This design comes from an exercise in tuning for small area, a short achievable clock period and few clock cycles per item on the open sky130 flow, not from production work.
At most, simulation tests tie the RTL to the original design; equivalence was not proved.
For runs 1, 2 and 5, only the layout was checked, not whether the RTL still works.

File: run.sh
#!/bin/bash
# synth_recipe.tcl (not shown) runs the flow's synth.tcl, then flattens the netlist and writes it again
# the make line also repeats each setting of config.mk as NAME=value (left out here)
make -C /OpenROAD-flow-scripts/flow DESIGN_CONFIG=/design/flow/config.mk WORK_HOME=/design/flow/orfs CLKGATE_MAP_FILE= SYNTH_SCRIPT=/design/flow/synth_recipe.tcl finish
File: constraint.sdc
create_clock -name core_clock -period 6.0 [get_ports {clk}]
set_input_delay 1.2000 -clock core_clock [delete_from_list [all_inputs] [get_ports {clk}]]
set_output_delay 1.2000 -clock core_clock [all_outputs]
set_load 0.01 [all_outputs]
File: design.v
package klpc_pkg;
	localparam int GRID_SIZE = 32;
	localparam int COORD_W   = 5;
	localparam int COUNT_W   = 59;
	localparam int NDIG = 8;
	localparam int KD0  = 4;
	localparam int KD   = 8;
	localparam int TD_W = 12;
	localparam int NSLOT = 4;
endpackage
import klpc_pkg::*;
module klpc_cell #(
	parameter int Y  = 0,
	parameter int W  = 1,
	parameter int WN = 1
) (
	input  logic            clk,
	input  logic            t_first,
	input  logic            t_last,
	input  logic [TD_W-1:0] t_dat,
	input  logic [WN-1:0]   nb,
	output logic [W-1:0]    cnt
);
	function automatic int dlo(input int d);
		dlo = (d == 0) ? 0 : KD0 + (d - 1) * KD;
	endfunction
	function automatic int ndig(input int w);
		ndig = (w <= KD0) ? 1 : 1 + (w - KD0 + KD - 1) / KD;
	endfunction
	localparam int ND = ndig(W);
	logic [4:0] f, ky;
	logic [1:0] cls;
	assign {f, ky, cls} = t_dat;
	logic copy, z, init, hit, blk;
	assign copy = t_last && ({1'b0, f} < 6'(Y));
	assign z    = t_first || copy;
	assign init = t_last ? (Y == 0) : (6'(Y) <= {1'b0, f});
	assign hit  = ((cls == 2'd0) && ({1'b0, ky} == 6'(Y))) ||
	              ((cls == 2'd1) && (({1'b0, ky} == 6'(Y + 2)) || ((Y >= 2) && ({1'b0, ky} == 6'(Y - 2))))) ||
	              ((cls == 2'd2) && (({1'b0, ky} == 6'(Y + 1)) || ((Y >= 1) && ({1'b0, ky} == 6'(Y - 1)))));
	assign blk  = !copy && hit;
	logic [((ND > 1) ? ND - 1 : 1):1] zq, bq, cy;
	for (genvar d = 0; d < ND; d++) begin : g_dig
		localparam int LO  = dlo(d);
		localparam int HI  = ((dlo(d + 1) < W) ? dlo(d + 1) : W) - 1;
		localparam int DW  = HI - LO + 1;
		localparam int NHI = (HI < WN - 1) ? HI : WN - 1;
		logic [DW-1:0] q, own, nbd;
		logic [DW:0]   sum;
		assign cnt[HI:LO] = q;
		if (WN > LO) begin : g_nb
			assign nbd = DW'(nb[NHI:LO]);
		end else begin : g_nonb
			assign nbd = '0;
		end
		if (d == 0) begin : g_d0
			if (DW > 1) begin : g_w
				assign own = {cnt[HI:1] & {(DW-1){!z}}, !copy && (t_first ? init : cnt[0])};
			end else begin : g_n
				assign own = !copy && (t_first ? init : cnt[0]);
			end
			assign sum = {1'b0, own} + {1'b0, nbd};
			always_ff @(posedge clk) begin
				q <= blk ? '0 : sum[DW-1:0];
			end
			if (ND > 1) begin : g_c
				logic c_q, z_q, b_q;
				always_ff @(posedge clk) begin
					c_q <= sum[DW];
					z_q <= z;
					b_q <= blk;
				end
				assign cy[1] = c_q;
				assign zq[1] = z_q;
				assign bq[1] = b_q;
			end
		end else begin : g_dn
			assign own = cnt[HI:LO] & {DW{!zq[d]}};
			assign sum = {1'b0, own} + {1'b0, nbd} + (DW+1)'(cy[d]);
			always_ff @(posedge clk) begin
				q <= bq[d] ? '0 : sum[DW-1:0];
			end
			if (d < ND - 1) begin : g_c
				logic c_q, z_q, b_q;
				always_ff @(posedge clk) begin
					c_q <= sum[DW];
					z_q <= zq[d];
					b_q <= bq[d];
				end
				assign cy[d+1] = c_q;
				assign zq[d+1] = z_q;
				assign bq[d+1] = b_q;
			end
		end
	end
endmodule
import klpc_pkg::*;
module klpc_ctrl (
	input  logic               clk,
	input  logic               arst_n,
	input  logic               in_valid,
	output logic               in_stall,
	input  logic [COORD_W-1:0] target_x,
	input  logic [COORD_W-1:0] target_y,
	input  logic [COORD_W-1:0] knight_x,
	input  logic [COORD_W-1:0] knight_y,
	output logic               out_valid,
	input  logic               out_stall,
	output logic [COUNT_W-1:0] path_count,
	output logic               o_first,
	output logic               o_last,
	output logic [TD_W-1:0]    o_dat,
	input  logic               p_first,
	input  logic               x_first,
	input  logic               x_last,
	input  logic [TD_W-1:0]    x_dat,
	input  logic [COUNT_W-1:0] res
);
	localparam int RING = 33;        
	localparam int SP   = NDIG + 2;  
	function automatic int dlo(input int d);
		dlo = (d == 0) ? 0 : KD0 + (d - 1) * KD;
	endfunction
	function automatic logic [1:0] inc3(input logic [1:0] v);
		inc3 = (v == 2'(NSLOT - 1)) ? 2'd0 : v + 2'd1;
	endfunction
	logic       a_v, p_v, b_v;
	logic       a_take, p_take, b_take;
	logic [4:0] a_tx, a_ty, a_kx, a_ky;
	logic [4:0] p_tx, p_ty, p_kx, p_ky;
	logic       sw;
	logic stall_q;
	assign in_stall = stall_q;
	assign a_take   = in_valid && !in_stall;
	assign p_take   = a_v && (!p_v || b_take);
	logic a_v_n, p_v_n;
	assign a_v_n = a_take || (a_v && !p_take);
	assign p_v_n = p_take || (p_v && !b_take);
	always_ff @(posedge clk or negedge arst_n) begin
		if (!arst_n) begin
			a_v     <= 1'b0;
			p_v     <= 1'b0;
			stall_q <= 1'b0;
		end else begin
			a_v     <= a_v_n;
			p_v     <= p_v_n;
			stall_q <= a_v_n && p_v_n;
		end
	end
	always_ff @(posedge clk) begin
		if (a_take) begin
			sw   <= target_x > target_y;
			a_tx <= target_x;
			a_ty <= target_y;
			a_kx <= knight_x;
			a_ky <= knight_y;
		end
		if (p_take) begin
			p_tx <= sw ? a_ty : a_tx;
			p_ty <= sw ? a_tx : a_ty;
			p_kx <= sw ? a_ky : a_kx;
			p_ky <= sw ? a_kx : a_ky;
		end
	end
	logic [4:0] b0m, b0;
	logic       b0none;
	always_comb begin
		b0m    = 5'd31;
		b0     = 5'd0;
		b0none = 1'b1;
		case (p_kx)
			5'd0: begin
				if (p_ky != 5'd0) begin
					b0m = p_ky - 5'd1;  b0 = p_ky;         b0none = 1'b0;
				end
			end
			5'd1: begin
				if (p_ky >= 5'd3) begin
					b0m = p_ky - 5'd3;  b0 = p_ky - 5'd2;  b0none = 1'b0;
				end else begin
					b0m = p_ky + 5'd1;  b0 = p_ky + 5'd2;  b0none = 1'b0;
				end
			end
			5'd2: begin
				if (p_ky >= 5'd2) begin
					b0m = p_ky - 5'd2;  b0 = p_ky - 5'd1;  b0none = 1'b0;
				end else begin
					b0m = p_ky;         b0 = p_ky + 5'd1;  b0none = 1'b0;
				end
			end
			default: begin
			end
		endcase
	end
	logic       b_first, b_x0, b_lastcol, b_tok0;
	logic [1:0] b_x0cls, b_cls;
	logic [4:0] b_ky, b_x0ky, b_ty, b_ff, b_f;
	logic [5:0] b_dxc, b_dxc0;
	logic [4:0] b_rc, b_rc0;
	logic       issue;
	logic       ring, enter_q;
	logic [NSLOT-1:0] tmr_ok;
	assign b_tok0 = b_x0 && b_first;
	always_comb begin
		if (b_tok0) begin
			b_cls = b_x0cls;
		end else begin
			case (b_dxc)
				6'd0:        b_cls = 2'd0;
				6'd1, 6'h3f: b_cls = 2'd1;
				6'd2, 6'h3e: b_cls = 2'd2;
				default:     b_cls = 2'd3;
			endcase
		end
	end
	assign b_f = b_lastcol ? b_ty : b_ff;
	logic [NSLOT-1:0] islot;
	assign issue  = b_v && !ring && !enter_q && (!b_first || |(tmr_ok & islot));
	assign b_take = p_v && (!b_v || (issue && b_lastcol));
	always_ff @(posedge clk or negedge arst_n) begin
		if (!arst_n) begin
			b_v     <= 1'b0;
			b_first <= 1'b1;
		end else begin
			if (b_take) begin
				b_v     <= 1'b1;
				b_first <= 1'b1;
			end else if (issue) begin
				b_first <= 1'b0;
				if (b_lastcol) b_v <= 1'b0;
			end else if (enter_q) begin
				b_first <= 1'b1;
			end
		end
	end
	logic px01;
	assign px01 = (p_tx[4:1] == 4'd0);
	always_ff @(posedge clk) begin
		if (b_take) begin
			b_x0      <= px01;
			b_x0cls   <= b0none ? 2'd3 : 2'd0;
			b_x0ky    <= b0;
			b_ky      <= p_ky;
			b_ty      <= p_ty;
			b_ff      <= px01 ? 5'd0 : b0m;
			b_dxc     <= 6'd1 - {1'b0, p_kx};
			b_dxc0    <= 6'd1 - {1'b0, p_kx};
			b_rc      <= px01 ? {4'd0, p_tx[0]} : p_tx - 5'd1;
			b_rc0     <= px01 ? {4'd0, p_tx[0]} : p_tx - 5'd1;
			b_lastcol <= (p_tx == 5'd0);
		end else if (issue) begin
			if (!b_tok0) b_dxc <= b_dxc + 6'd1;
			b_rc      <= b_rc - 5'd1;
			b_lastcol <= (b_rc == 5'd1);
		end else if (enter_q) begin
			b_dxc     <= b_dxc0;
			b_rc      <= b_rc0;
			b_lastcol <= (b_rc0 == 5'd0);
		end
	end
	localparam logic [1:0] S_FREE = 2'd0, S_RES = 2'd1, S_VAL = 2'd2;
	logic [NSLOT-1:0][1:0] sst;
	logic [NSLOT-1:0] sfree;
	logic [1:0]       wslot, cslot, rslot;
	logic             inq, qpass, seek, hc0, kill;
	logic [5:0]       hc, kc;
	logic [4:0]       kn;
	logic [5:0]       npend;
	logic             npz, npo;
	logic [5:0]       npend_p1, npend_m1;
	logic             pass_q;
	logic [NSLOT-1:0][3:0] tmr;
	logic xf, xl, in_q, cur_pass, recirc, pass_ev, cap0, head, lastiss;
	for (genvar i = 0; i < NSLOT; i++) begin : g_free
		assign sfree[i] = (sst[i] == S_FREE);
	end
	assign xf       = x_first && !kill;
	assign xl       = x_last && !kill;
	assign in_q     = xf || inq;
	assign cur_pass = xf ? pass_q : qpass;
	assign recirc   = in_q && !cur_pass && (ring || enter_q) && !kill;
	assign pass_ev  = xf && pass_q;
	assign cap0     = xl && in_q && cur_pass;
	assign head     = seek || hc0;
	assign lastiss  = issue && b_lastcol;
	logic       ring_n, seek_n, hc0_n, kill_n;
	logic [5:0] hc_n, kc_n;
	logic [4:0] kn_n, j;
	logic [1:0] wslot_n;
	assign j = b_v ? (b_rc0 - b_rc) : 5'd0;
	always_comb begin
		wslot_n = pass_ev ? inc3(wslot) : wslot;
		kc_n    = (kc != 6'd0) ? kc - 6'd1 : kc;
		kn_n    = kill ? kn - 5'd1 : kn;
		kill_n  = (kc <= 6'd1) && ((kn >= 5'd2) || ((kn == 5'd1) && !kill));
		hc_n    = (hc != 6'd0) ? hc - 6'd1 : hc;
		hc0_n   = (hc <= 6'd1);
		seek_n  = seek;
		ring_n  = ring;
		if (enter_q) begin
			ring_n = 1'b1;
			hc_n   = 6'(RING - 1);
			hc0_n  = 1'b0;
			seek_n = 1'b0;
			kn_n   = j;
			kc_n   = 6'(RING - 1) - {1'b0, j};
			kill_n = 1'b0;
		end else if (ring) begin
			if (xf && head) begin
				if (pass_q) begin
					seek_n = 1'b1;
				end else begin
					seek_n = 1'b0;
					hc_n   = 6'(RING - 1);
					hc0_n  = 1'b0;
				end
			end
			if (npz || (npo && pass_ev)) ring_n = 1'b0;
		end
	end
	logic n_first, n_head, n_free;
	assign n_first = p_first && !kill_n;
	assign n_head  = !ring_n || seek_n || hc0_n;
	assign n_free  = pass_ev ? sfree[inc3(wslot)] : sfree[wslot];
	always_ff @(posedge clk or negedge arst_n) begin
		if (!arst_n) begin
			ring    <= 1'b0;
			inq     <= 1'b0;
			qpass   <= 1'b0;
			seek    <= 1'b0;
			hc      <= 6'd0;
			hc0     <= 1'b1;
			kc      <= 6'd0;
			kn      <= 5'd0;
			kill    <= 1'b0;
			npend    <= 6'd0;
			npend_p1 <= 6'd1;
			npend_m1 <= 6'h3f;
			npz      <= 1'b1;
			npo     <= 1'b0;
			pass_q  <= 1'b0;
			enter_q <= 1'b0;
			islot   <= NSLOT'(1);
			tmr     <= '0;
			tmr_ok  <= '1;
		end else begin
			ring    <= ring_n;
			inq     <= in_q && !xl;
			if (xf) qpass <= pass_q;
			seek    <= seek_n;
			hc      <= hc_n;
			hc0     <= hc0_n;
			kc      <= kc_n;
			kn      <= kn_n;
			kill    <= kill_n;
			if (lastiss && !pass_ev) begin
				npend    <= npend_p1;
				npend_p1 <= npend_p1 + 6'd1;
				npend_m1 <= npend;
				npz      <= 1'b0;
				npo      <= npz;
			end else if (!lastiss && pass_ev) begin
				npend    <= npend_m1;
				npend_p1 <= npend;
				npend_m1 <= npend_m1 - 6'd1;
				npz      <= npo;
				npo      <= (npend == 6'd2);
			end
			pass_q  <= n_head && n_free;
			enter_q <= !ring_n && n_first && !(n_head && n_free);
			for (int i = 0; i < NSLOT; i++) begin
				if (lastiss && islot[i]) begin
					tmr[i]    <= 4'(SP);
					tmr_ok[i] <= 1'b0;
				end else if (tmr[i] != 4'd0) begin
					tmr[i]    <= tmr[i] - 4'd1;
					tmr_ok[i] <= (tmr[i] == 4'd1);
				end
			end
			if (lastiss) islot <= {islot[NSLOT-2:0], islot[NSLOT-1]};
		end
	end
	always_ff @(posedge clk or negedge arst_n) begin
		if (!arst_n) begin
			o_first <= 1'b0;
			o_last  <= 1'b0;
		end else if (recirc) begin
			o_first <= x_first;
			o_last  <= x_last;
		end else if (issue) begin
			o_first <= b_first;
			o_last  <= b_lastcol;
		end else begin
			o_first <= 1'b0;
			o_last  <= 1'b0;
		end
	end
	always_ff @(posedge clk) begin
		if (recirc) begin
			o_dat <= x_dat;
		end else begin
			o_dat <= {b_f, b_tok0 ? b_x0ky : b_ky, b_cls};
		end
	end
	logic [NDIG-1:1]               capv;
	logic [NDIG-1:1][1:0]          caps;
	logic [NSLOT-1:0][COUNT_W-1:0] slot;
	always_ff @(posedge clk or negedge arst_n) begin
		if (!arst_n) begin
			capv  <= '0;
			cslot <= 2'd0;
			wslot <= 2'd0;
			rslot <= 2'd0;
			sst   <= '0;
		end else begin
			capv[1] <= cap0;
			for (int d = 2; d < NDIG; d++) capv[d] <= capv[d-1];
			if (cap0) cslot <= inc3(cslot);
			wslot <= wslot_n;
			if (pass_ev) sst[wslot] <= S_RES;
			if (capv[NDIG-1]) sst[caps[NDIG-1]] <= S_VAL;
			if (hand) sst[rslot] <= S_FREE;
			rslot <= rslot_n;
		end
	end
	always_ff @(posedge clk) begin
		caps[1] <= cslot;
		for (int d = 2; d < NDIG; d++) caps[d] <= caps[d-1];
	end
	for (genvar d = 0; d < NDIG; d++) begin : g_cap
		localparam int LO = dlo(d);
		localparam int HI = ((dlo(d + 1) < COUNT_W) ? dlo(d + 1) : COUNT_W) - 1;
		logic       en;
		logic [1:0] ci;
		if (d == 0) begin : g_e0
			assign en = cap0;
			assign ci = cslot;
		end else begin : g_en
			assign en = capv[d];
			assign ci = caps[d];
		end
		for (genvar s = 0; s < NSLOT; s++) begin : g_s
			logic [HI-LO:0] q;
			always_ff @(posedge clk) begin
				if (en && (ci == 2'(s))) q <= res[HI:LO];
			end
			assign slot[s][HI:LO] = q;
		end
	end
	logic               ov_q, hand;
	logic [1:0]         rslot_n;
	logic [COUNT_W-1:0] out_q;
	assign hand    = ov_q && !out_stall;
	assign rslot_n = hand ? inc3(rslot) : rslot;
	always_ff @(posedge clk or negedge arst_n) begin
		if (!arst_n) begin
			ov_q <= 1'b0;
		end else begin
			ov_q <= (sst[rslot_n] == S_VAL);
		end
	end
	always_ff @(posedge clk) begin
		out_q <= slot[rslot_n];
	end
	assign out_valid  = ov_q;
	assign path_count = out_q;
endmodule
import klpc_pkg::*;
module knight_blocked_lattice_path_count (
	input  logic               clk,
	input  logic               arst_n,
	input  logic               in_valid,
	output logic               in_stall,
	input  logic [COORD_W-1:0] target_x,
	input  logic [COORD_W-1:0] target_y,
	input  logic [COORD_W-1:0] knight_x,
	input  logic [COORD_W-1:0] knight_y,
	output logic               out_valid,
	input  logic               out_stall,
	output logic [COUNT_W-1:0] path_count
);
	function automatic int roww(input int y);
		case (y)
			0: roww = 1;   1: roww = 6;   2: roww = 10;  3: roww = 13;
			4: roww = 16;  5: roww = 19;  6: roww = 22;  7: roww = 24;
			8: roww = 26;  9: roww = 29;  10: roww = 31; 11: roww = 32;
			12: roww = 34; 13: roww = 36; 14: roww = 38; 15: roww = 39;
			16: roww = 41; 17: roww = 42; 18: roww = 44; 19: roww = 45;
			20: roww = 47; 21: roww = 48; 22: roww = 49; 23: roww = 50;
			24: roww = 52; 25: roww = 53; 26: roww = 54; 27: roww = 55;
			28: roww = 56; 29: roww = 57; 30: roww = 58; default: roww = 59;
		endcase
	endfunction
	function automatic int rowoff(input int y);
		case (y)
			0: rowoff = 0;  1: rowoff = 1;  2: rowoff = 7;  3: rowoff = 17;
			4: rowoff = 30;  5: rowoff = 46;  6: rowoff = 65;  7: rowoff = 87;
			8: rowoff = 111;  9: rowoff = 137;  10: rowoff = 166;  11: rowoff = 197;
			12: rowoff = 229;  13: rowoff = 263;  14: rowoff = 299;  15: rowoff = 337;
			16: rowoff = 376;  17: rowoff = 417;  18: rowoff = 459;  19: rowoff = 503;
			20: rowoff = 548;  21: rowoff = 595;  22: rowoff = 643;  23: rowoff = 692;
			24: rowoff = 742;  25: rowoff = 794;  26: rowoff = 847;  27: rowoff = 901;
			28: rowoff = 956;  29: rowoff = 1012;  30: rowoff = 1069;  31: rowoff = 1127;
			32: rowoff = 1186;
			default: rowoff = 0;
		endcase
	endfunction
	localparam int NB = rowoff(GRID_SIZE);
	logic [GRID_SIZE:0]           t_first, t_last;
	logic [GRID_SIZE:0][TD_W-1:0] t_dat;
	logic [GRID_SIZE:1]           tq_first, tq_last;
	logic [GRID_SIZE:1][TD_W-1:0] tq_dat;
	logic                         t0_first, t0_last;
	logic [TD_W-1:0]              t0_dat;
	logic [NB-1:0]                rows;
	klpc_ctrl u_ctrl (
		.clk        (clk),
		.arst_n     (arst_n),
		.in_valid   (in_valid),
		.in_stall   (in_stall),
		.target_x   (target_x),
		.target_y   (target_y),
		.knight_x   (knight_x),
		.knight_y   (knight_y),
		.out_valid  (out_valid),
		.out_stall  (out_stall),
		.path_count (path_count),
		.o_first    (t0_first),
		.o_last     (t0_last),
		.o_dat      (t0_dat),
		.p_first    (t_first[GRID_SIZE-1]),
		.x_first    (t_first[GRID_SIZE]),
		.x_last     (t_last[GRID_SIZE]),
		.x_dat      (t_dat[GRID_SIZE]),
		.res        (rows[NB-1 -: COUNT_W])
	);
	assign t_first = {tq_first, t0_first};
	assign t_last  = {tq_last, t0_last};
	assign t_dat   = {tq_dat, t0_dat};
	always_ff @(posedge clk or negedge arst_n) begin
		if (!arst_n) begin
			tq_first <= '0;
			tq_last  <= '0;
		end else begin
			tq_first <= t_first[GRID_SIZE-1:0];
			tq_last  <= t_last[GRID_SIZE-1:0];
		end
	end
	always_ff @(posedge clk) begin
		tq_dat <= t_dat[GRID_SIZE-1:0];
	end
	for (genvar i = 0; i < GRID_SIZE; i++) begin : g_cell
		localparam int W   = roww(i);
		localparam int OFF = rowoff(i);
		localparam int WN  = (i == 0) ? 1 : roww(i - 1);
		logic [WN-1:0] nb;
		if (i == 0) begin : g_first
			assign nb = '0;
		end else begin : g_rest
			assign nb = rows[rowoff(i - 1) +: WN];
		end
		klpc_cell #(.Y(i), .W(W), .WN(WN)) u_cell (
			.clk     (clk),
			.t_first (t_first[i]),
			.t_last  (t_last[i]),
			.t_dat   (t_dat[i]),
			.nb      (nb),
			.cnt     (rows[OFF +: W])
		);
	end
endmodule
File: config.mk
export PLATFORM = sky130hd
export DESIGN_NAME = knight_blocked_lattice_path_count
export DESIGN_NICKNAME = knight_blocked_lattice_path_count
export VERILOG_FILES = /design/flow/design.v
export SDC_FILE = /design/flow/constraint.sdc
export NUM_CORES = 4
export LEC_CHECK = 0
export CAP_MARGIN = 20
export CORE_MARGIN = 2
export CORE_UTILIZATION = 40
export PLACE_DENSITY = 0.6
export SETUP_SLACK_MARGIN = 3.55
export SLEW_MARGIN = 20
==> flow_metrics.tcl, run 1 <==
set metrics [dict create \
    wire_per_inst_microns 13.5 \
    grt_pass1_wl_microns 391000 \
    grt_usage_pct 14.4 \
    report.final.slew_viol_count 0 \
    die_y_microns 559 \
    path_class "reg2out" \
    syn2layout_area_growth_pct 13.6 \
    post-route-period-util_pct 43.9 \
    cts_root_buffer "clkbuf_16" \
    hold_violations 0 \
    cts_tree "yes" \
    worst_pin_slew_ps 1090 \
    netlist_top_cells_area "dfxtp_1, ha_1, edfxtp_1" \
    clk_pin_slew_worst_paths_ps 60 \
    ant_nets 0 \
    synthDistinctLibCells 86 \
    die_x_microns 559 \
    yosysMostFrequentCell "dfxtp_1" \
    fin_tns_setup_ps 0 \
    synth.top_cells.by_count "dfxtp_1, nor2b_1, nor2_1" \
    place_congestion 0.764 \
    io_buffers 84 \
    ys.warnings.count 34 \
    cp-end-kind "output pin" \
    synth_top_area_cell "dfxtp_1" \
    min_period_ps 2640 \
    synth_top_flop_cell "dfxtp_1" \
    clockBufferDepth 4 \
    path_cells "buf_6" \
    ios 85 \
    hpwlAfterDp_microns 161000 \
    finalNetCount 13900 \
    placed_cells 16300 \
    die-area_sq_mm 0.313 \
    htreeDepth 5 \
    antenna_found_initial 1 \
    crit_required_ps 4800 \
    skew_ps 56.9 \
    wl_microns 227000 \
    critPathLaunchType "flip-flop" \
    crit_family "flip-flops" \
    synth_top_area_share_pct 34.0 \
    ys_seq_area_share_pct 45.2 \
    grt_max_degree 87 \
    avgSynthCellArea_sq_um 10.0 \
    synth_edf_count 322 \
    syn-cell-area_sq_mm 0.123 \
    hp-class "reg2reg" \
    synth-seq-cells 2580 \
    drt_pass1_iterations 6 \
    outcome "timing/DRC/antenna clean" \
    maxCapViolCount 0 \
    cts_sinks 2580 \
    drcViolationCount 0 \
    via_per_inst 4.87 \
    core-area_sq_mm 0.306 \
    crit_buf_inv 1 \
    arrival_ps 1430 \
    syn_nets 13700 \
    dr_total_vias 82100 \
    grt_overflow 0 \
    grt_pass1_vias 82400 \
    cpMaxStageDelayCell "dfrtp_2" \
    setup_viol 0 \
    synth_cells 12300 \
    postCtsHoldBufs 0 \
    drt-initial-drc-count 3337 \
    fin_cells 16900 \
    fmax_ghz 0.380 \
    numCtsBuffers 287 \
    ys_async_sr_fraction_pct 6.28 \
    num_rows 203 \
    start_util_pct 40.2 \
    slowest_delay_ps 430 \
    rsz0062_at_grt "yes" \
    layout-drive-gt1-share_pct 9.11 \
    worstPathMaxFanout 2 \
    slew_headroom_pct 27.4 \
    insertion_delay_ps 900 \
]
==> flip-flops by register name, indices dropped and copies added (netlist names), 7 cells and up <==
| register | count |
|---|---|
| g_cell.u_cell.g_dig.g_dn.g_c.c_q | 116 |
| u_ctrl.tmr | 16 |
| g_cell.u_cell.g_dig.q | 1186 |
| u_ctrl.g_cap.g_s.q | 236 |
| u_ctrl.sst | 8 |
| tq_first | 32 |
| g_cell.u_cell.g_dig.g_d0.g_c.c_q | 31 |
| tq_dat | 384 |
| g_cell.u_cell.g_dig.g_dn.g_c.z_q | 116 |
| tq_last | 32 |
| u_ctrl.o_dat | 12 |
| g_cell.u_cell.g_dig.g_d0.g_c.z_q | 31 |
| g_cell.u_cell.g_dig.g_d0.g_c.b_q | 31 |
| u_ctrl.capv | 7 |
| u_ctrl.caps | 14 |
| g_cell.u_cell.g_dig.g_dn.g_c.b_q | 116 |
| u_ctrl.out_q | 59 |
==> per-layer routing <==
layer	share of wire (%)	GRT usage, %
met4	2.1	3.65
met1	48	19.1
met2	47	24.5
met5	0	0
met3	3.1	2.00
==> area by class of cell <==
class	count	area, sq um
antenna	2	5.00
tap	4100	5130
multi-input combinational	8905	65600
sequential	2580	56100
timing repair buffer	133	1490
timing repair inverter	1	5.00
inverter	619	2330
fill	29200	166000
clock inverter	106	1140
clock buffer	412	8220
==> worst paths after layout <==
check / start / end / slack [ps] / cells past startpoint
hold / removal: tq_dat[163] / tq_dat[175] / 310 / 0
min in group asynchronous: arst_n / u_ctrl.p_v / 370 / 1
setup reg to reg: u_ctrl.p_kx[1] / u_ctrl.b_ff[3] / 3590 / 7
max in group asynchronous: arst_n / u_ctrl.wslot[0] / 4510 / 2
setup / recovery: u_ctrl.stall_q / in_stall / 3370 / 1
hold reg to reg: tq_dat[163] / tq_dat[175] / 310 / 0
==> cells by family after synthesis <==
kind of cell | count (synthesis) | synth area share (%)
compound gates | 2052 | 10.8
simple gates | 4788 | 20.5
flops | 2580 | 45.2
buf+inv | 813 | 2.50
fa+ha+maj | 1361 | 15.7
xor+xnor | 523 | 3.72
mux | 177 | 1.58
==> stage by stage <==
| step | worst slack (ps) | hold slack (ps) | instance area [sq um] | utilization (%) |
|---|---|---|---|---|
| finish | 3370 | 310 | 140000 | 45.7 |
| global route | 3290 | 332 | 140000 | 45.7 |
| CTS | 3250 | 321 | 139000 | 45.3 |
| detailed placement | 1880 | 312 | 129000 | 42.0 |
| global placement | 1950 | 310 | 129000 | 42.0 |
| floorplan | 3530 | 310 | 123000 | - |
==> cell usage in the layout (no fill, tap or decap), drive strengths merged, types with 38 or more instances in the layout <==
| cell | instances |
|---|---|
| a21o | 171 |
| a31oi | 84 |
| mux2 | 139 |
| and2 | 84 |
| or3 | 57 |
| xnor2 | 379 |
| nor3b | 241 |
| inv | 638 |
| clkbuf | 414 |
| o21a | 68 |
| nand3 | 62 |
| buf | 106 |
| o311ai | 90 |
| a2111oi | 95 |
| mux2i | 38 |
| o21bai | 261 |
| a211oi | 121 |
| xor2 | 144 |
| edfxtp | 322 |
| nor3 | 416 |
| nor2b | 1405 |
| clkinv | 68 |
| dfrtp | 147 |
| nor4b | 106 |
| ha | 1053 |
| nand2b | 305 |
| and3 | 85 |
| fa | 307 |
| dfxtp | 2096 |
| nor2 | 1389 |
| a21oi | 502 |
| nand2 | 523 |
| o21ai | 465 |
==> what timing repair did <==
item                       4_1_cts  5_1_grt
cloned                           7        3
pin swaps                        9       32
resized for setup              554      354
setup endpoints to repair      361      454
buffers inserted                12       16
hold endpoints to repair         0        0
==> run 2, diff against run 1 <==
--- a/config.mk
+++ b/config.mk
@@ -8,6 +8,8 @@
 export CAP_MARGIN = 20
 export CORE_MARGIN = 2
 export CORE_UTILIZATION = 40
+export CTS_CLUSTER_DIAMETER = 120
+export CTS_CLUSTER_SIZE = 30
 export PLACE_DENSITY = 0.6
 export SETUP_SLACK_MARGIN = 3.55
 export SLEW_MARGIN = 20
==> run 2 against run 1 <==
Still clean on timing, DRC and antenna. Flip-flop and latch count unchanged. Routed wire length down 2.8%. Count of clock-buffer cells in the layout down 273. Core utilization down 2.1 points. Final area down 4.5%. Final cell count down 2.0%. Die area unchanged. Register-to-register slack better by 20 ps. Synthesized area unchanged. Global-route usage down 0.37 points.
==> flow_metrics.tcl, run 2 <==
set metrics [dict create \
    outcome "timing/DRC/antenna clean" \
    ant_nets 0 \
    cp-end-kind "output pin" \
    core-area_sq_mm 0.306 \
    regMostFlops "g_cell.u_cell.g_dig.q" \
    synth.top_cells.by_count "dfxtp_1, nor2b_1, nor2_1" \
    syn-cell-area_sq_mm 0.123 \
    place_area_sq_mm 0.129 \
    die-area_sq_mm 0.313 \
    cts_root_buffer "clkbuf_16" \
    mostFrequentLayoutCells "dfxtp_1, nor2b_1, nor2_1, ha_1, inv_1" \
    path_cells "buf_6" \
    dr_total_vias 80500 \
    slew_headroom_pct 28.0 \
    via_per_inst 4.87 \
    worstPathMaxFanout 2 \
    path_class "reg2out" \
    postCtsHoldBufs 0 \
    min_period_ps 2590 \
    synth_top_area_share_pct 34.0 \
    htreeDepth 3 \
    finalInstanceArea_sq_mm 0.134 \
    grt_pass1_vias 79800 \
    arrival_ps 1390 \
    final_common_cell "dfxtp_1" \
    worst_pin_slew_ps 1080 \
    drt-initial-drc-count 3711 \
    skew_ps 42.8 \
    drt_pass1_iterations 5 \
    top_regs "g_cell.u_cell.g_dig.q x1186, tq_dat x384, u_ctrl.g_cap.g_s.q x236" \
    clk_pin_slew_worst_paths_ps 120 \
    synth_edf_count 322 \
    antenna_found_initial 1 \
    num_rows 203 \
    syn2layout_area_growth_pct 8.47 \
    die_x_microns 559 \
    fmax_ghz 0.386 \
    wl_microns 220000 \
    yosysMostFrequentCell "dfxtp_1" \
    drcViolationCount 0 \
    synth_cells 12300 \
    fin_util_pct 43.6 \
    synthDistinctLibCells 86 \
    fin_tns_setup_ps 0 \
    wire_per_inst_microns 13.3 \
    die_y_microns 559 \
    maxCapViolCount 0 \
    cts_tree "yes" \
    critPathLaunchType "flip-flop" \
    synth-seq-cells 2580 \
    place_congestion 0.764 \
    syn_nets 13700 \
    crit_required_ps 4800 \
    cts_sinks 2580 \
    netlist_top_cells_area "dfxtp_1, ha_1, edfxtp_1" \
    layout-drive-gt1-share_pct 6.92 \
    insertion_delay_ps 790 \
    clockBufferDepth 3 \
    post-place-ws_ps 1880 \
    setup_viol 0 \
    start_util_pct 40.2 \
    io_buffers 84 \
    ys_async_sr_fraction_pct 6.28 \
    post-route-period-util_pct 43.2 \
    crit_family "flip-flops" \
    ys_seq_area_share_pct 45.2 \
    grt_pass1_wl_microns 382000 \
    rsz0062_at_grt "yes" \
    hp-class "reg2reg" \
    ys.warnings.count 34 \
    hpwlAfterDp_microns 161000 \
    numCtsBuffers 98 \
    grt_max_degree 87 \
    report.final.slew_viol_count 0 \
    finalNetCount 13700 \
    synth_top_area_cell "dfxtp_1" \
    avgSynthCellArea_sq_um 10.0 \
    crit_buf_inv 1 \
    grt_usage_pct 14.0 \
    cpMaxStageDelayCell "dfrtp_2" \
    grt_overflow 0 \
    hold_violations 0 \
    slowest_delay_ps 460 \
    largest_register_ffs 1186 \
    ios 85 \
    synth_top_flop_cell "dfxtp_1" \
    hold_ws_ps 335 \
    layout_setup_ws_ps 3410 \
]
[run 2: layout make-up]
class	instances	area, sq um
antenna	2	5.00
clock buffer	139	2630
clock inverter	18	249
fill	29800	173000
inverter	619	2330
multi-input combinational	8905	65600
sequential	2580	56100
tap	4100	5130
timing repair buffer	153	1620
timing repair inverter	1	5.00
[run 2: worst paths after layout]
check                           startpoint         endpoint  slack, ps  cells after the start
setup / recovery            u_ctrl.stall_q         in_stall       3410                      1
hold / removal                 tq_dat[163]      tq_dat[175]        340                      0
setup reg to reg           u_ctrl.islot[0]  u_ctrl.b_dxc[1]       3610                      7
hold reg to reg                tq_dat[163]      tq_dat[175]        340                      0
max in group asynchronous           arst_n    u_ctrl.sst[7]       4440                      2
min in group asynchronous           arst_n       u_ctrl.a_v        440                      1
[run 2: stage by stage]
| stage | std cells |
|---|---|
| after global routing | 16500 |
| after CTS | 16500 |
| final | 16500 |
| after detailed placement | 16300 |
| after global placement | 16300 |
| after floorplan | 12300 |
[run 2: cell families (layout without fill, tap and decap cells)]
| family | count (synthesis) | after routing | share of synthesized area (%) |
|---|---|---|---|
| DFF | 2580 | 2580 | 45.2 |
| AOI/OAI and AO/OA | 2052 | 2052 | 10.8 |
| muxes | 177 | 177 | 1.58 |
| adders and majority gates | 1361 | 1361 | 15.7 |
| and+or+nand+nor | 4788 | 4792 | 20.5 |
| buffers and inverters | 813 | 930 | 2.50 |
| xor gates and xnor gates | 523 | 523 | 3.72 |
| other | 0 | 2 | 0 |
[run 2: timing repair]
item,in CTS,in global routing
endpoints found under the setup margin,374,481
pin swaps,6,35
setup buffers,17,31
resized for setup,562,371
gates cloned,8,2
[run 2: per-layer routing]
layer	wire [microns]	share of wire [%]	up-vias	GRT usage, %
met5	0	0	-	0
met4	2930	1.3	0	2.48
met3	4440	2.0	145	1.27
met2	104000	47	422	24.2
met1	109000	49	37400	19.2
li1	-	-	42500	-
==> run 3, diff against run 2 <==
--- a/design.v
+++ b/design.v
@@ -127,12 +127,12 @@
 	logic       a_v, p_v, b_v;
 	logic       a_take, p_take, b_take;
 	logic [4:0] a_tx, a_ty, a_kx, a_ky;
-	logic [4:0] p_tx, p_ty, p_kx, p_ky;
 	logic       sw;
 	logic stall_q;
 	assign in_stall = stall_q;
 	assign a_take   = in_valid && !in_stall;
 	assign p_take   = a_v && (!p_v || b_take);
+	assign sw       = target_x > target_y;
 	logic a_v_n, p_v_n;
 	assign a_v_n = a_take || (a_v && !p_take);
 	assign p_v_n = p_take || (p_v && !b_take);
@@ -149,17 +149,10 @@
 	end
 	always_ff @(posedge clk) begin
 		if (a_take) begin
-			sw   <= target_x > target_y;
-			a_tx <= target_x;
-			a_ty <= target_y;
-			a_kx <= knight_x;
-			a_ky <= knight_y;
-		end
-		if (p_take) begin
-			p_tx <= sw ? a_ty : a_tx;
-			p_ty <= sw ? a_tx : a_ty;
-			p_kx <= sw ? a_ky : a_kx;
-			p_ky <= sw ? a_kx : a_ky;
+			a_tx <= sw ? target_y : target_x;
+			a_ty <= sw ? target_x : target_y;
+			a_kx <= sw ? knight_y : knight_x;
+			a_ky <= sw ? knight_x : knight_y;
 		end
 	end
 	logic [4:0] b0m, b0;
@@ -168,30 +161,49 @@
 		b0m    = 5'd31;
 		b0     = 5'd0;
 		b0none = 1'b1;
-		case (p_kx)
+		case (a_kx)
 			5'd0: begin
-				if (p_ky != 5'd0) begin
-					b0m = p_ky - 5'd1;  b0 = p_ky;         b0none = 1'b0;
+				if (a_ky != 5'd0) begin
+					b0m = a_ky - 5'd1;  b0 = a_ky;         b0none = 1'b0;
 				end
 			end
 			5'd1: begin
-				if (p_ky >= 5'd3) begin
-					b0m = p_ky - 5'd3;  b0 = p_ky - 5'd2;  b0none = 1'b0;
+				if (a_ky >= 5'd3) begin
+					b0m = a_ky - 5'd3;  b0 = a_ky - 5'd2;  b0none = 1'b0;
 				end else begin
-					b0m = p_ky + 5'd1;  b0 = p_ky + 5'd2;  b0none = 1'b0;
+					b0m = a_ky + 5'd1;  b0 = a_ky + 5'd2;  b0none = 1'b0;
 				end
 			end
 			5'd2: begin
-				if (p_ky >= 5'd2) begin
-					b0m = p_ky - 5'd2;  b0 = p_ky - 5'd1;  b0none = 1'b0;
+				if (a_ky >= 5'd2) begin
+					b0m = a_ky - 5'd2;  b0 = a_ky - 5'd1;  b0none = 1'b0;
 				end else begin
-					b0m = p_ky;         b0 = p_ky + 5'd1;  b0none = 1'b0;
+					b0m = a_ky;         b0 = a_ky + 5'd1;  b0none = 1'b0;
 				end
 			end
 			default: begin
 			end
 		endcase
 	end
+	logic       px01;
+	assign px01 = (a_tx[4:1] == 4'd0);
+	logic       p_x0, p_lastcol;
+	logic [1:0] p_x0cls;
+	logic [4:0] p_x0ky, p_ky, p_ty, p_ff, p_rc0;
+	logic [5:0] p_dxc0;
+	always_ff @(posedge clk) begin
+		if (p_take) begin
+			p_x0      <= px01;
+			p_x0cls   <= b0none ? 2'd3 : 2'd0;
+			p_x0ky    <= b0;
+			p_ky      <= a_ky;
+			p_ty      <= a_ty;
+			p_ff      <= px01 ? 5'd0 : b0m;
+			p_dxc0    <= 6'd1 - {1'b0, a_kx};
+			p_rc0     <= px01 ? {4'd0, a_tx[0]} : a_tx - 5'd1;
+			p_lastcol <= (a_tx == 5'd0);
+		end
+	end
 	logic       b_first, b_x0, b_lastcol, b_tok0;
 	logic [1:0] b_x0cls, b_cls;
 	logic [4:0] b_ky, b_x0ky, b_ty, b_ff, b_f;
@@ -233,21 +245,19 @@
 			end
 		end
 	end
-	logic px01;
-	assign px01 = (p_tx[4:1] == 4'd0);
 	always_ff @(posedge clk) begin
 		if (b_take) begin
-			b_x0      <= px01;
-			b_x0cls   <= b0none ? 2'd3 : 2'd0;
-			b_x0ky    <= b0;
+			b_x0      <= p_x0;
+			b_x0cls   <= p_x0cls;
+			b_x0ky    <= p_x0ky;
 			b_ky      <= p_ky;
 			b_ty      <= p_ty;
-			b_ff      <= px01 ? 5'd0 : b0m;
-			b_dxc     <= 6'd1 - {1'b0, p_kx};
-			b_dxc0    <= 6'd1 - {1'b0, p_kx};
-			b_rc      <= px01 ? {4'd0, p_tx[0]} : p_tx - 5'd1;
-			b_rc0     <= px01 ? {4'd0, p_tx[0]} : p_tx - 5'd1;
-			b_lastcol <= (p_tx == 5'd0);
+			b_ff      <= p_ff;
+			b_dxc     <= p_dxc0;
+			b_dxc0    <= p_dxc0;
+			b_rc      <= p_rc0;
+			b_rc0     <= p_rc0;
+			b_lastcol <= p_lastcol;
 		end else if (issue) begin
 			if (!b_tok0) b_dxc <= b_dxc + 6'd1;
 			b_rc      <= b_rc - 5'd1;
--- a/config.mk
+++ b/config.mk
@@ -11,5 +11,5 @@
 export CTS_CLUSTER_DIAMETER = 120
 export CTS_CLUSTER_SIZE = 30
 export PLACE_DENSITY = 0.6
-export SETUP_SLACK_MARGIN = 3.55
+export SETUP_SLACK_MARGIN = 3.5
 export SLEW_MARGIN = 20
==> run 3 against run 2 <==
Register-to-register slack got worse by 30 ps. Setup slack better by 21 ps. First-iteration DRC count is 3.5% lower. Sequential share of layout area increased by 0.24 points. Flip-flop and latch count grew 13. Routed wire length rose by 11%. Fmax increased by 0.82%. Synthesized area up 0.36%. Critical path type unchanged. Largest cell class unchanged.
==> flow_metrics.tcl, run 3 <==
set metrics [dict create \
    outcome "timing/DRC/antenna clean" \
    num_rows 204 \
    multi_input_area_sq_mm 0.0653 \
    grt_pass1_vias 80500 \
    rr_startpoint "u_ctrl.islot[0]" \
    clockBufferDepth 3 \
    startpoint "u_ctrl.stall_q" \
    synth_cells 12300 \
    grt_max_degree 97 \
    insertion_delay_ps 810 \
    wire_per_inst_microns 14.8 \
    critPathLaunchType "flip-flop" \
    synth_top_flop_cell "dfxtp_1" \
    hold_start "tq_dat[259]" \
    r2r_end "u_ctrl.b_dxc[5]" \
    slew_headroom_pct 28.2 \
    slowest_delay_ps 460 \
    drcViolationCount 0 \
    synth_top_area_share_pct 33.9 \
    die-area_sq_mm 0.314 \
    antenna_found_initial 2 \
    synth.top_cells.by_count "dfxtp_1, nor2_1, nor2b_1" \
    finalNetCount 13800 \
    finalInstanceArea_sq_mm 0.134 \
    grt_pass1_wl_microns 409000 \
    htreeDepth 3 \
    crit_buf_inv 1 \
    drt-initial-drc-count 3581 \
    cp.depth 1 \
    cp-end-kind "output pin" \
    synth_top_area_cell "dfxtp_1" \
    syn2layout_area_growth_pct 8.13 \
    worst_pin_slew_ps 1070 \
    synthDistinctLibCells 83 \
    ys_seq_area_share_pct 45.3 \
    wl_microns 245000 \
    setup_viol 0 \
    rsz0062_at_grt "yes" \
    numCtsBuffers 98 \
    postCtsHoldBufs 0 \
    cts_tree "yes" \
    synth-seq-cells 2593 \
    path_class "reg2out" \
    post-route-period-util_pct 42.8 \
    fillers 29900 \
    hp-class "reg2reg" \
    io_buffers 84 \
    start_util_pct 40.1 \
    yosysMostFrequentCell "dfxtp_1" \
    die_y_microns 560 \
    layout-drive-gt1-share_pct 6.31 \
    crit_required_ps 4800 \
    largest_register_ffs 1186 \
    min_period_ps 2570 \
    arrival_ps 1370 \
    fin_tns_setup_ps 0 \
    mostFrequentLayoutCells "dfxtp_1, nor2_1, nor2b_1, ha_1, inv_1" \
    final_common_cell "dfxtp_1" \
    ios 85 \
    ys.warnings.count 34 \
    clk_pin_slew_worst_paths_ps 110 \
    maxCapViolCount 0 \
    syn_nets 13700 \
    worstPathMaxFanout 2 \
    ys_async_sr_fraction_pct 6.25 \
    netlist_top_cells_area "dfxtp_1, ha_1, edfxtp_1" \
    via_per_inst 4.92 \
    fmax_ghz 0.389 \
    path_cells "buf_6" \
    top_regs "g_cell.u_cell.g_dig.q x1186, tq_dat x384, u_ctrl.g_cap.g_s.q x236" \
    worstSetupEndpoint "in_stall" \
    grt_usage_pct 15.4 \
    min_path_cells 0 \
    die_x_microns 560 \
    dr_total_vias 81500 \
    cts_sinks 2593 \
    grt_overflow 0 \
    place_congestion 0.796 \
    r2r_setup_slack_ps 3580 \
    cpMaxStageDelayCell "dfrtp_2" \
    hpwlAfterDp_microns 184000 \
    core-area_sq_mm 0.308 \
    syn-cell-area_sq_mm 0.124 \
    ff_latch_area_sq_mm 0.0565 \
    avgSynthCellArea_sq_um 10.0 \
    ant_nets 0 \
    cts_root_buffer "clkbuf_16" \
    skew_ps 49.6 \
    drt_pass1_iterations 7 \
    place_area_sq_mm 0.129 \
    reg2reg_depth 6 \
    hold_violations 0 \
    crit_family "flip-flops" \
    report.final.slew_viol_count 0 \
    regMostFlops "g_cell.u_cell.g_dig.q" \
    synth_edf_count 335 \
]
[run 3: cell count changes after synthesis, sizes merged, moves of 8 or more]
| cell | delta |
|---|---|
| edfxtp | +13 |
| nor3 | +10 |
| a21oi | -12 |
| nand3b | +8 |
| nand2b | +29 |
| nand2 | -10 |
| nor3b | +8 |
| a2111oi | -8 |
| o31a | -8 |
| nor2b | -16 |
| nor2 | +10 |
| inv | +13 |
| a21o | -12 |
| o21ai | +9 |
[run 3: worst min path at each step]
stage | slack (ps) | endpoint
after floorplan | 310 | tq_dat[103]
after global placement | 310 | tq_dat[11]
after detailed placement | 310 | tq_dat[247]
after CTS | 320 | tq_dat[138]
after global routing | 330 | tq_dat[344]
final | 320 | tq_dat[271]
[run 3: area by class of cell]
class,count,area share (%)
inverters,633,1.78
flip-flops and latches,2593,42.2
clock inverters,14,0.161
well taps,4120,3.85
repair buffers,151,1.18
diodes,2,0.00374
repair inverters,1,0.00374
clock buffers,142,1.96
multi-input cells,8908,48.8
[run 3: through the flow]
stage          hold slack [ps]  setup WS [ps]  std cells  utilization (%)
4_1_cts                    318           3340      16500             43.0
3_5_place_dp               312           2050      16400             41.9
6_report                   320           3430      16600             43.4
2_1_floorplan              310           3250      12300                -
5_1_grt                    327           3350      16600             43.4
3_3_place_gp               310           2090      16400             41.9
[run 3: kinds of logic (layout without fill, tap and decap cells)]
family	Yosys count	count (layout)	share of synthesized area (%)
xor+xnor	514	514	3.64
other cells	0	2	0
simple gates	4834	4838	20.7
compound gates	2021	2021	10.6
buf+inv	830	941	2.58
fa+ha+maj	1360	1360	15.6
mux	175	175	1.56
flops	2593	2593	45.3
[run 3: what timing repair did]
action                     in CTS  in global routing
hold endpoints to repair        0                  0
buffers inserted               13                 30
resized for setup             485                335
gates cloned                    5                  5
pin swaps                       5                 24
setup endpoints to repair     375                495
[run 3: layer usage]
| layer | wire length, microns | global-route usage, % |
|---|---|---|
| met4 | 4690 | 2.85 |
| met1 | 111000 | 19.3 |
| met2 | 125000 | 28.9 |
| met5 | 0 | 0 |
| met3 | 4590 | 1.24 |
Testbench counts of run 3, summed over its fixed seeds: cycles 16,946, items 1,600.
==> run 4, diff against run 3 <==
--- a/config.mk
+++ b/config.mk
@@ -8,8 +8,8 @@
 export CAP_MARGIN = 20
 export CORE_MARGIN = 2
 export CORE_UTILIZATION = 40
-export CTS_CLUSTER_DIAMETER = 120
-export CTS_CLUSTER_SIZE = 30
+export CTS_CLUSTER_DIAMETER = 110
+export CTS_CLUSTER_SIZE = 24
 export PLACE_DENSITY = 0.6
 export SETUP_SLACK_MARGIN = 3.5
 export SLEW_MARGIN = 20
==> run 4 against run 3 <==
Setup slack worse by 17 ps. Synthesized area unchanged. Register-to-register slack about the same. Critical path type unchanged.
==> flow_metrics.tcl, run 4 <==
set metrics [dict create \
    outcome "timing/DRC/antenna clean" \
    drcViolationCount 0 \
    report.final.slew_viol_count 0 \
    rsz0062_at_grt "yes" \
    cts_tree "yes" \
    core-area_sq_mm 0.308 \
    hpwlAfterDp_microns 184000 \
    syn-cell-area_sq_mm 0.124 \
    wire_per_inst_microns 14.8 \
    synth_edf_count 335 \
    r2r_end "u_ctrl.p_x0ky[2]" \
    netlist_top_cells_area "dfxtp_1, ha_1, edfxtp_1" \
    worstPathMaxFanout 2 \
    fmax_ghz 0.387 \
    start_util_pct 40.1 \
    slew_headroom_pct 23.7 \
    ff_latch_area_sq_mm 0.0565 \
    path_class "reg2out" \
    ant_nets 0 \
    die-area_sq_mm 0.314 \
    skew_ps 41.9 \
    yosysMostFrequentCell "dfxtp_1" \
    cpMaxStageDelayCell "dfrtp_2" \
    slowest_delay_ps 450 \
    synthDistinctLibCells 83 \
    arrival_ps 1390 \
    reg2reg_depth 7 \
    cts_sinks 2593 \
    wl_microns 245000 \
    clk_pin_slew_worst_paths_ps 100 \
    rr_startpoint "u_ctrl.a_ky[0]" \
    grt_usage_pct 15.5 \
    via_per_inst 4.91 \
    crit_required_ps 4800 \
    die_x_microns 560 \
    finalNetCount 13800 \
    drt_pass1_iterations 5 \
    ys_seq_area_share_pct 45.3 \
    ys_async_sr_fraction_pct 6.25 \
    startpoint "u_ctrl.stall_q" \
    maxCapViolCount 0 \
    post-place-ws_ps 2050 \
    fillers 29800 \
    io_buffers 84 \
    post-route-period-util_pct 43.1 \
    synth_top_area_cell "dfxtp_1" \
    path_cells "buf_6" \
    synth_cells 12300 \
    ios 85 \
    avgSynthCellArea_sq_um 10.0 \
    fin_tns_setup_ps 0 \
    grt_pass1_wl_microns 411000 \
    synth.top_cells.by_count "dfxtp_1, nor2_1, nor2b_1" \
    hp-class "reg2reg" \
    cts_root_buffer "clkbuf_16" \
    syn2layout_area_growth_pct 8.66 \
    grt_pass1_vias 80900 \
    synth_top_flop_cell "dfxtp_1" \
    ys.warnings.count 34 \
    drt-initial-drc-count 3561 \
    num_rows 204 \
    postCtsHoldBufs 0 \
    critPathLaunchType "flip-flop" \
    multi_input_area_sq_mm 0.0653 \
    clockBufferDepth 3 \
    crit_family "flip-flops" \
    grt_overflow 0 \
    top_regs "g_cell.u_cell.g_dig.q x1186, tq_dat x384, u_ctrl.g_cap.g_s.q x236" \
    synth-seq-cells 2593 \
    worst_pin_slew_ps 1140 \
    worstSetupEndpoint "in_stall" \
    antenna_found_initial 1 \
    crit_buf_inv 1 \
    numCtsBuffers 121 \
    cp.depth 1 \
    grt_max_degree 97 \
    setup_viol 0 \
    die_y_microns 560 \
    largest_register_ffs 1186 \
    hold_violations 0 \
    layout-drive-gt1-share_pct 6.45 \
    insertion_delay_ps 810 \
    r2r_setup_slack_ps 3580 \
    mostFrequentLayoutCells "dfxtp_1, nor2_1, nor2b_1, ha_1, inv_1" \
    layout_setup_ws_ps 3410 \
    dr_total_vias 81600 \
    min_period_ps 2590 \
    final_common_cell "dfxtp_1" \
    syn_nets 13700 \
    synth_top_area_share_pct 33.9 \
    place_congestion 0.796 \
    cp-end-kind "output pin" \
    regMostFlops "g_cell.u_cell.g_dig.q" \
    htreeDepth 3 \
]
==> run 4: cell types whose count changed in the layout (fill, tap and decap cells not counted), moves of 5 or more <==
cell	previous run	this run
fa_2	19	13
clkbuf_1	44	52
buf_4	52	57
fa_1	288	294
clkbuf_16	102	125
==> run 4: worst min path at each step <==
stage	startpoint	end	slack, ps	cells past startpoint
floorplan	tq_dat[91]	tq_dat[103]	310	0
CTS	tq_dat[259]	tq_dat[271]	320	0
detailed placement	tq_dat[235]	tq_dat[247]	310	0
global placement	u_ctrl.o_dat[11]	tq_dat[11]	310	0
finish	tq_dat[259]	tq_dat[271]	320	0
global route	u_ctrl.o_dat[10]	tq_dat[10]	330	0
==> run 4: cell families after synthesis <==
family | share of synthesized area [%]
compound gates | 10.6
fa+ha+maj | 15.6
xor+xnor | 3.64
mux | 1.56
simple gates | 20.7
buf+inv | 2.58
flops | 45.3
==> run 4: timing repair <==
action                     4_1_cts  5_1_grt
pin swaps                        6       27
setup endpoints to repair      370      494
buffers inserted                11       38
cloned                           5        3
resized for setup              479      324
==> run 4: final cells by class <==
class	instances	area share [%]
antenna	1	0.00186
clock buffer	177	2.46
clock inverter	16	0.176
inverter	633	1.77
multi-input combinational	8908	48.6
sequential	2593	42.0
tap	4120	3.84
timing repair buffer	154	1.17
timing repair inverter	1	0.00372
==> run 4: layer usage <==
| layer | global-route usage, % | part of all wire (%) | up-vias |
|---|---|---|---|
| met2 | 29.0 | 51 | 521 |
| met1 | 19.3 | 45 | 38200 |
| li1 | - | - | 42700 |
| met3 | 1.22 | 1.7 | 220 |
| met4 | 3.16 | 2.1 | 0 |
| met5 | 0 | 0 | - |
==> run 4: worst reg2reg max path: stages (launching register included) <==
cell and delay (ps):
edfxtp_1 540, inv_1 130, ha_1 220, nand2b_1 80, and3_1 340, mux2_2 390
and4_1 210, a211o_1 270
==> run 4: metrics by stage <==
stage / hold WS [ps] / cells / instance area (sq um) / utilization (%)
6_report: 320 / 16600 / 134000 / 43.6
5_1_grt: 326 / 16600 / 134000 / 43.6
4_1_cts: 324 / 16600 / 133000 / 43.2
3_5_place_dp: 312 / 16400 / 129000 / 41.9
3_3_place_gp: 310 / 16400 / 129000 / 41.9
2_1_floorplan: 310 / 12300 / 124000 / -
==> run 5, diff against run 4 <==
--- a/design.v
+++ b/design.v
@@ -2,11 +2,11 @@
 	localparam int GRID_SIZE = 32;
 	localparam int COORD_W   = 5;
 	localparam int COUNT_W   = 59;
-	localparam int NDIG = 8;
-	localparam int KD0  = 4;
-	localparam int KD   = 8;
+	localparam int NDIG = 13;
+	localparam int KD0  = 3;
+	localparam int KD   = 5;
 	localparam int TD_W = 12;
-	localparam int NSLOT = 4;
+	localparam int NSLOT = 5;
 endpackage
 import klpc_pkg::*;
 module klpc_cell #(
@@ -45,6 +45,15 @@
 		localparam int HI  = ((dlo(d + 1) < W) ? dlo(d + 1) : W) - 1;
 		localparam int DW  = HI - LO + 1;
 		localparam int NHI = (HI < WN - 1) ? HI : WN - 1;
+		function automatic logic [DW:0] rca(input logic [DW-1:0] a, input logic [DW-1:0] b, input logic ci);
+			logic c;
+			c = ci;
+			for (int i = 0; i < DW; i++) begin
+				rca[i] = a[i] ^ b[i] ^ c;
+				c = (a[i] & b[i]) | (a[i] & c) | (b[i] & c);
+			end
+			rca[DW] = c;
+		endfunction
 		logic [DW-1:0] q, own, nbd;
 		logic [DW:0]   sum;
 		assign cnt[HI:LO] = q;
@@ -59,7 +68,7 @@
 			end else begin : g_n
 				assign own = !copy && (t_first ? init : cnt[0]);
 			end
-			assign sum = {1'b0, own} + {1'b0, nbd};
+			assign sum = rca(own, nbd, 1'b0);
 			always_ff @(posedge clk) begin
 				q <= blk ? '0 : sum[DW-1:0];
 			end
@@ -76,7 +85,7 @@
 			end
 		end else begin : g_dn
 			assign own = cnt[HI:LO] & {DW{!zq[d]}};
-			assign sum = {1'b0, own} + {1'b0, nbd} + (DW+1)'(cy[d]);
+			assign sum = rca(own, nbd, cy[d]);
 			always_ff @(posedge clk) begin
 				q <= bq[d] ? '0 : sum[DW-1:0];
 			end
@@ -121,8 +130,9 @@
 	function automatic int dlo(input int d);
 		dlo = (d == 0) ? 0 : KD0 + (d - 1) * KD;
 	endfunction
-	function automatic logic [1:0] inc3(input logic [1:0] v);
-		inc3 = (v == 2'(NSLOT - 1)) ? 2'd0 : v + 2'd1;
+	localparam int SIW = (NSLOT > 4) ? 3 : 2;    
+	function automatic logic [SIW-1:0] inc3(input logic [SIW-1:0] v);
+		inc3 = (v == SIW'(NSLOT - 1)) ? '0 : v + SIW'(1);
 	endfunction
 	logic       a_v, p_v, b_v;
 	logic       a_take, p_take, b_take;
@@ -271,7 +281,7 @@
 	localparam logic [1:0] S_FREE = 2'd0, S_RES = 2'd1, S_VAL = 2'd2;
 	logic [NSLOT-1:0][1:0] sst;
 	logic [NSLOT-1:0] sfree;
-	logic [1:0]       wslot, cslot, rslot;
+	logic [SIW-1:0]   wslot, cslot, rslot;
 	logic             inq, qpass, seek, hc0, kill;
 	logic [5:0]       hc, kc;
 	logic [4:0]       kn;
@@ -279,7 +289,8 @@
 	logic             npz, npo;
 	logic [5:0]       npend_p1, npend_m1;
 	logic             pass_q;
-	logic [NSLOT-1:0][3:0] tmr;
+	localparam int TW = $clog2(SP + 1);
+	logic [NSLOT-1:0][TW-1:0] tmr;
 	logic xf, xl, in_q, cur_pass, recirc, pass_ev, cap0, head, lastiss;
 	for (genvar i = 0; i < NSLOT; i++) begin : g_free
 		assign sfree[i] = (sst[i] == S_FREE);
@@ -296,7 +307,7 @@
 	logic       ring_n, seek_n, hc0_n, kill_n;
 	logic [5:0] hc_n, kc_n;
 	logic [4:0] kn_n, j;
-	logic [1:0] wslot_n;
+	logic [SIW-1:0] wslot_n;
 	assign j = b_v ? (b_rc0 - b_rc) : 5'd0;
 	always_comb begin
 		wslot_n = pass_ev ? inc3(wslot) : wslot;
@@ -380,11 +391,11 @@
 			enter_q <= !ring_n && n_first && !(n_head && n_free);
 			for (int i = 0; i < NSLOT; i++) begin
 				if (lastiss && islot[i]) begin
-					tmr[i]    <= 4'(SP);
+					tmr[i]    <= TW'(SP);
 					tmr_ok[i] <= 1'b0;
-				end else if (tmr[i] != 4'd0) begin
-					tmr[i]    <= tmr[i] - 4'd1;
-					tmr_ok[i] <= (tmr[i] == 4'd1);
+				end else if (tmr[i] != '0) begin
+					tmr[i]    <= tmr[i] - TW'(1);
+					tmr_ok[i] <= (tmr[i] == TW'(1));
 				end
 			end
 			if (lastiss) islot <= {islot[NSLOT-2:0], islot[NSLOT-1]};
@@ -413,14 +424,14 @@
 		end
 	end
 	logic [NDIG-1:1]               capv;
-	logic [NDIG-1:1][1:0]          caps;
+	logic [NDIG-1:1][SIW-1:0]      caps;
 	logic [NSLOT-1:0][COUNT_W-1:0] slot;
 	always_ff @(posedge clk or negedge arst_n) begin
 		if (!arst_n) begin
 			capv  <= '0;
-			cslot <= 2'd0;
-			wslot <= 2'd0;
-			rslot <= 2'd0;
+			cslot <= '0;
+			wslot <= '0;
+			rslot <= '0;
 			sst   <= '0;
 		end else begin
 			capv[1] <= cap0;
@@ -441,7 +452,7 @@
 		localparam int LO = dlo(d);
 		localparam int HI = ((dlo(d + 1) < COUNT_W) ? dlo(d + 1) : COUNT_W) - 1;
 		logic       en;
-		logic [1:0] ci;
+		logic [SIW-1:0] ci;
 		if (d == 0) begin : g_e0
 			assign en = cap0;
 			assign ci = cslot;
@@ -452,13 +463,13 @@
 		for (genvar s = 0; s < NSLOT; s++) begin : g_s
 			logic [HI-LO:0] q;
 			always_ff @(posedge clk) begin
-				if (en && (ci == 2'(s))) q <= res[HI:LO];
+				if (en && (ci == SIW'(s))) q <= res[HI:LO];
 			end
 			assign slot[s][HI:LO] = q;
 		end
 	end
 	logic               ov_q, hand;
-	logic [1:0]         rslot_n;
+	logic [SIW-1:0]     rslot_n;
 	logic [COUNT_W-1:0] out_q;
 	assign hand    = ov_q && !out_stall;
 	assign rslot_n = hand ? inc3(rslot) : rslot;
==> run 5 against run 4 <==
Global-route usage is 2.1 points lower. Critical endpoint is now g_cell[31].u_cell.g_dig[10].q[4]. Non-clock buffer count is 233 higher. Still clean on timing, DRC and antenna. Flip-flop and latch count is 352 higher. Critical path type is now reg2reg. Final area is 2.1% lower.
==> flow_metrics.tcl, run 5 <==
set metrics [dict create \
    die-area_sq_mm 0.291 \
    cp-end-kind "flip-flop" \
    cpMaxStageDelayCell "fa_1" \
    place_congestion 0.775 \
    insertion_delay_ps 820 \
    crit_required_ps 6740 \
    arrival_ps 3310 \
    place_area_sq_mm 0.122 \
    clockBufferDepth 4 \
    largest_register_ffs 1186 \
    numCtsBuffers 149 \
    placed_cells 12900 \
    hpwlAfterDp_microns 131000 \
    path_cells "nor2b_4 > fa_2 > fa_2 > fa_2 > fa_2 > inv_2 > fa_1 > nor2_1" \
    synth_top_flop_cell "dfxtp_1" \
    synth_edf_count 394 \
    synth_cells 9092 \
    top_regs "g_cell.u_cell.g_dig.q x1186, tq_dat x384, u_ctrl.g_cap.g_s.q x295" \
    slew_headroom_pct 29.0 \
    fmax_ghz 0.390 \
    synth.top_cells.by_count "dfxtp_1, nor2b_1, fa_1" \
    ys_seq_area_share_pct 55.6 \
    grt_usage_pct 13.3 \
    num_rows 196 \
    ff_latch_area_sq_mm 0.0649 \
    core-area_sq_mm 0.285 \
    multi_input_area_sq_mm 0.0512 \
    maxCapViolCount 0 \
    drt_pass1_iterations 7 \
    fillers 25500 \
    post-route-period-util_pct 42.7 \
    via_per_inst 4.56 \
    fin_cells 13400 \
    ys_async_sr_fraction_pct 6.04 \
    slowest_delay_ps 410 \
    fin_util_pct 46.2 \
    postCtsHoldBufs 0 \
    drt-initial-drc-count 2467 \
    cts_tree "yes" \
    avgSynthCellArea_sq_um 12.6 \
    outcome "timing/DRC/antenna clean" \
    skew_ps 35.4 \
    grt_max_degree 91 \
    final_common_cell "dfxtp_1" \
    synth_top_area_cell "dfxtp_1" \
    grt_pass1_vias 65200 \
    worst_pin_slew_ps 1060 \
    drcViolationCount 0 \
    ys.warnings.count 34 \
    min_period_ps 2560 \
    setup_viol 0 \
    wire_per_inst_microns 14.2 \
    syn-cell-area_sq_mm 0.115 \
    cts_root_buffer "clkbuf_16" \
    finalInstanceArea_sq_mm 0.132 \
    wl_microns 190000 \
    rsz0062_at_grt "yes" \
    antenna_found_initial 3 \
    cts_sinks 2945 \
    layout-drive-gt1-share_pct 23.8 \
    synthDistinctLibCells 88 \
    finalNetCount 10800 \
    dr_total_vias 60800 \
    mostFrequentLayoutCells "dfxtp_1, nor2b_1, fa_2, inv_1, edfxtp_1" \
    regMostFlops "g_cell.u_cell.g_dig.q" \
]
run 5: changes by cell type after synthesis, moves of 218 or more:
cell	change
a21oi_1	-306
dfxtp_1	+277
fa_1	+790
ha_1	-922
inv_1	+227
nor2_1	-1010
nor2b_1	+377
nor3_1	-369
nor3b_1	-218
o21ai_0	-302
o21bai_1	-256
xnor2_1	-318
run 5: cell families after synthesis:
| kind of cell | after synthesis | share of synthesized area (%) |
|---|---|---|
| AND/OR/NAND/NOR | 3164 | 15.8 |
| flip-flops | 2945 | 55.6 |
| adder cells (fa/ha/maj) | 1228 | 20.6 |
| buffers and inverters | 961 | 3.18 |
| AO/OA/AOI/OAI | 651 | 3.61 |
| XOR/XNOR | 74 | 0.565 |
| multiplexers | 69 | 0.662 |
run 5: what timing repair did:
action                                  in CTS  in global routing
gates cloned                                18                  2
buffers inserted                           212                 58
endpoints found under the setup margin     420                418
gates resized for setup                   1561                134
pin swaps                                 1013                458
run 5: layout make-up:
cell class | instances | share of cell area (%)
Sequential cell | 2945 | 49.3
Timing Repair inverter | 1 | 0.00570
Inverter | 864 | 2.49
Tap cell | 3762 | 3.58
Multi-Input combinational cell | 5195 | 38.9
Clock buffer | 198 | 3.01
Timing Repair Buffer | 387 | 2.70
Clock inverter | 4 | 0.0380
Antenna cell | 1 | 0.00190
run 5: path summary, 6_finish.rpt:
check / from / end / slack, ps / depth (start not counted)
hold / removal: tq_dat[331] / tq_dat[343] / 320 / 0
setup reg to reg: g_cell[31].u_cell.g_dig[10].q[0] / g_cell[31].u_cell.g_dig[10].q[4] / 3440 / 8
setup / recovery: g_cell[31].u_cell.g_dig[10].q[0] / g_cell[31].u_cell.g_dig[10].q[4] / 3440 / 8
max in group asynchronous: arst_n / u_ctrl.rslot[0] / 4300 / 2
hold reg to reg: tq_dat[331] / tq_dat[343] / 320 / 0
min in group asynchronous: arst_n / u_ctrl.stall_q / 440 / 1
run 5: metrics by stage:
step	hold slack [ps]	setup slack, ps
floorplan	310	3060
global placement	311	1620
detailed placement	312	1580
CTS	330	3260
global route	334	3350
finish	324	3440
run 5: worst max-delay path, delay by kind of cell, from the launching register on:
family        cells  cell delay [ps]
buf+inv           1               60
simple gates      2              220
flops             1              350
fa+ha+maj         5             1870
run 5: layer usage:
metal	vias to the layer above	track usage, %	share of wire [%]
met1	30400	17.1	44
met5	-	0	0
met2	642	23.7	50
met3	245	1.81	3.2
li1	29600	-	-
met4	0	3.17	2.6

==> re-timing with driven ports <==
No port has a modelled driver above. Below, the same layouts with a new extraction and two added sets of constraints. Step 1 assumes that a clkbuf_16 drives the clock port and a buf_2 every other input. Step 2, shift: input delay + t, output delay - t, t = (earliest + latest rising clock arrival at the registers) / 2. This alone moves slack from input paths to output paths. a / b / c = ideal ports / drivers / drivers and shift; a / b = the first two.
run | t (ns) | setup slack, ns | worst setup path after step 2 | worst data-port slew with drivers (ns) | cell pins on the clock port's net
run 1 | 0.968 | 3.365 / 3.267 / 3.004 | input to register | 0.09 | 1
run 2 | 0.871 | 3.409 / 3.311 / 3.037 | input to register | 0.09 | 1
run 3 | 0.871 | 3.430 / 3.337 / 2.708 | input to register | 0.06 | 1
run 4 | 0.884 | 3.413 / 3.323 / 2.702 | input to register | 0.05 | 1
run 5 | 0.897 | 3.437 / 3.353 / 2.682 | input to register | 0.04 | 1
After both steps every run listed still meets setup and hold. The setup slack of run 5, which loses most, moves by -0.084 ns with the drivers and by -0.755 ns with both steps.
